Background: an optimization exercise with open tools, aiming at small area, a short achievable clock period and few clock cycles per item. Do not read the settings as production practice.
In this exercise RTL edits were held to simulation tests only and were not proved equivalent to the original.
Power figures rest on the tool's default switching activity, not on a simulated workload.

red:
// circular_deque
module circular_deque (
   input  logic                      clock,
   input  logic                      reset,
   input  logic                      req_tvalid,
   output logic                      req_tready,
   input  logic [cdq_pkg::REQ_W-1:0] req_tdata,
   output logic                      rsp_tvalid,
   input  logic                      rsp_tready,
   output logic [cdq_pkg::RSP_W-1:0] rsp_tdata
);
   logic                      a_move, exec, wr_en, empty;
   logic                      f_ch, f_zero, r_ch, r_zero;
   logic [1:0]                psel, status;
   logic [7:0]                wgrp;
   logic [cdq_pkg::DEPTH-1:0] sel;
   cdq_pkg::data_type         val, front, rear, popped;
   cdq_pkg::cnt_type          count;
   cdq_ctrl u_ctrl (
      .clock      (clock),
      .reset      (reset),
      .req_tvalid (req_tvalid),
      .req_tready (req_tready),
      .req_tdata  (req_tdata),
      .rsp_tready (rsp_tready),
      .rsp_tvalid (rsp_tvalid),
      .a_move     (a_move),
      .exec       (exec),
      .val        (val),
      .sel        (sel),
      .wr_en      (wr_en),
      .wgrp       (wgrp),
      .f_ch       (f_ch),
      .f_zero     (f_zero),
      .r_ch       (r_ch),
      .r_zero     (r_zero),
      .psel       (psel),
      .status     (status),
      .count      (count),
      .empty      (empty)
   );
   cdq_dpath u_dpath (
      .clock  (clock),
      .a_move (a_move),
      .exec   (exec),
      .val    (val),
      .sel    (sel),
      .wr_en  (wr_en),
      .wgrp   (wgrp),
      .f_ch   (f_ch),
      .f_zero (f_zero),
      .r_ch   (r_ch),
      .r_zero (r_zero),
      .psel   (psel),
      .front  (front),
      .rear   (rear),
      .popped (popped)
   );
   assign rsp_tdata = {{(cdq_pkg::RSP_W - cdq_pkg::RSP_RAW_W){1'b0}},
                       count, empty, rear, front, popped, status};
  ...
For scale: about 8700 cells after synthesis, ~4600 flip-flops, about 0.16 mm² of cells after synthesis.
clock: 6.0 ns
lec_check: 0
cap_margin: 20
core_margin: 2
core_utilization: 40
cts_cluster_diameter: 80
cts_cluster_size: 30
setup_slack_margin: 3.1
slew_margin: 20
run.sh (not shown) runs the stock make flow with config.mk's settings and CLKGATE_MAP_FILE= SYNTH_SCRIPT=/design/flow/synth_recipe.tcl, a recipe that flattens the netlist after the stock synthesis.
Testbench counts of red, summed over its fixed seeds: cycles 12,824, items 12,800.
Edits applied to the flow inputs when going from red to blue:
-- flow/design.v --
<<< red, line 32
   output logic [cdq_pkg::DEPTH-1:0] sel,       
   output logic                      wr_en,     
   output logic [7:0]                wgrp,      
   output logic                      f_ch,      
   output logic                      f_zero,    
>>> blue, line 32
   output logic [cdq_pkg::DEPTH-1:0] sel,       
   output logic                      wr_en,     
   output logic [cdq_pkg::DEPTH-1:0] wsel,      
   output logic                      f_ch,      
   output logic                      f_zero,    
<<< red, line 128
         a_addr   <= addr;
         wr_en    <= push && ok;
         wgrp     <= (push && ok) ? 8'(1) << addr[6:4] : 8'd0;
         a_cnt    <= cnt_nx;
         a_status <= ok ? cdq_pkg::STAT_DONE :
>>> blue, line 128
         a_addr   <= addr;
         wr_en    <= push && ok;
         a_cnt    <= cnt_nx;
         a_status <= ok ? cdq_pkg::STAT_DONE :
<<< red, line 154
         b_cnt    <= a_cnt;
      end
      sel <= cdq_pkg::DEPTH'(1) << (load ? addr : a_addr);
      if (exec) begin
         status <= b_status;
>>> blue, line 153
         b_cnt    <= a_cnt;
      end
      sel  <= cdq_pkg::DEPTH'(1) << (load ? addr : a_addr);
      wsel <= (load ? (push && ok) : wr_en) ?
              cdq_pkg::DEPTH'(1) << (load ? addr : a_addr) : '0;
      if (exec) begin
         status <= b_status;
<<< red, line 169
   input  logic [cdq_pkg::DEPTH-1:0] sel,
   input  logic                      wr_en,
   input  logic [7:0]                wgrp,
   input  logic                      f_ch,
   input  logic                      f_zero,
>>> blue, line 170
   input  logic [cdq_pkg::DEPTH-1:0] sel,
   input  logic                      wr_en,
   input  logic [cdq_pkg::DEPTH-1:0] wsel,
   input  logic                      f_ch,
   input  logic                      f_zero,
<<< red, line 181
   localparam int DW = cdq_pkg::DATA_WIDTH;
   logic [cdq_pkg::DEPTH-1:0][DW-1:0] mem;
   localparam int HALF = cdq_pkg::DEPTH / 2;
   cdq_pkg::data_type                 rd0, rd1, b_rd0, b_rd1, b_rd;
   always_comb begin
      rd0 = '0;
      rd1 = '0;
      for (int i = 0; i < HALF; i++) begin
         rd0 = rd0 | ({DW{sel[i]}} & mem[i]);
         rd1 = rd1 | ({DW{sel[HALF + i]}} & mem[HALF + i]);
      end
   end
   assign b_rd = b_rd0 | b_rd1;
   always_ff @(posedge clock) begin
      for (int i = 0; i < cdq_pkg::DEPTH; i++)
         if (wgrp[i / 16] && sel[i]) mem[i] <= val;
   end
   always_ff @(posedge clock) begin
      if (a_move) begin
         b_rd0 <= wr_en ? val : rd0;
         b_rd1 <= wr_en ? '0 : rd1;
      end
      if (exec && f_ch) front <= f_zero ? '0 : b_rd;
>>> blue, line 182
   localparam int DW = cdq_pkg::DATA_WIDTH;
   logic [cdq_pkg::DEPTH-1:0][DW-1:0] mem;
   localparam int NQ = 4;
   localparam int QW = cdq_pkg::DEPTH / NQ;
   cdq_pkg::data_type                 rdq [NQ];
   cdq_pkg::data_type                 b_rdq [NQ];
   cdq_pkg::data_type                 b_rd;
   always_comb begin
      for (int q = 0; q < NQ; q++) begin
         rdq[q] = '0;
         for (int i = 0; i < QW; i++)
            rdq[q] = rdq[q] | ({DW{sel[q * QW + i]}} & mem[q * QW + i]);
      end
   end
   assign b_rd = b_rdq[0] | b_rdq[1] | b_rdq[2] | b_rdq[3];
   always_ff @(posedge clock) begin
      for (int i = 0; i < cdq_pkg::DEPTH; i++)
         if (wsel[i]) mem[i] <= val;
   end
   always_ff @(posedge clock) begin
      if (a_move) begin
         b_rdq[0] <= wr_en ? val : rdq[0];
         for (int q = 1; q < NQ; q++)
            b_rdq[q] <= wr_en ? '0 : rdq[q];
      end
      if (exec && f_ch) front <= f_zero ? '0 : b_rd;
<<< red, line 219
   logic                      f_ch, f_zero, r_ch, r_zero;
   logic [1:0]                psel, status;
   logic [7:0]                wgrp;
   logic [cdq_pkg::DEPTH-1:0] sel;
   cdq_pkg::data_type         val, front, rear, popped;
>>> blue, line 223
   logic                      f_ch, f_zero, r_ch, r_zero;
   logic [1:0]                psel, status;
   logic [cdq_pkg::DEPTH-1:0] wsel;
   logic [cdq_pkg::DEPTH-1:0] sel;
   cdq_pkg::data_type         val, front, rear, popped;
<<< red, line 236
      .sel        (sel),
      .wr_en      (wr_en),
      .wgrp       (wgrp),
      .f_ch       (f_ch),
      .f_zero     (f_zero),
>>> blue, line 240
      .sel        (sel),
      .wr_en      (wr_en),
      .wsel       (wsel),
      .f_ch       (f_ch),
      .f_zero     (f_zero),
<<< red, line 253
      .sel    (sel),
      .wr_en  (wr_en),
      .wgrp   (wgrp),
      .f_ch   (f_ch),
      .f_zero (f_zero),
>>> blue, line 257
      .sel    (sel),
      .wr_en  (wr_en),
      .wsel   (wsel),
      .f_ch   (f_ch),
      .f_zero (f_zero),
blue vs. red: share of the cycle needed by the critical path after routing went up by 2.6 points. Via count of the first global-routing pass sits lower in blue than in red. Summary: with red as the reference, instance count of the mapped netlist in blue moved up slightly. red vs blue, library cell contributing the largest single delay on the critical path: dfxtp_2 vs edfxtp_1. Any difference in clock-cell share of area between blue and red is small enough to ignore. Of red and blue, blue shows the higher minimum clock period after layout, with red below it. Per the comparison of blue with red, combinational power went up; all-layer global routing usage went down; post-synthesis xor/xnor area fraction did not really move.
Testbench counts of blue, summed over its fixed seeds: cycles 12,824, items 12,800.

-- what the ideal ports hide --
How much do the figures lean on ideal ports? The routed layouts below were timed once more, with nothing changed but the port constraints. Step 1: set_driving_cell puts a clkbuf_16 on clock and a buf_2 on each other input, an assumption about the parent block. Step 2 also shifts input and output timing later by t, the mid clock arrival at the registers, as if the neighbouring blocks saw the same clock. Slacks: ideal / step 1 / step 2; pairs: ideal / step 1.
| run | shift t [ns] | setup slack, ns | worst hold slack (ns) | worst data-port slew with drivers (ns) |
|---|---|---|---|---|
| red | 1.087 | 2.849 / 2.849 / 2.149 | 0.424 / 0.424 / 0.424 | 0.08 |
| blue | 1.078 | 2.694 / 2.575 / 2.223 | 0.434 / 0.374 / 0.434 | 0.04 |
After both steps every run listed still meets setup and hold. The setup slack of red, which loses most, moves by 0.000 ns with the drivers and by -0.700 ns with both steps.
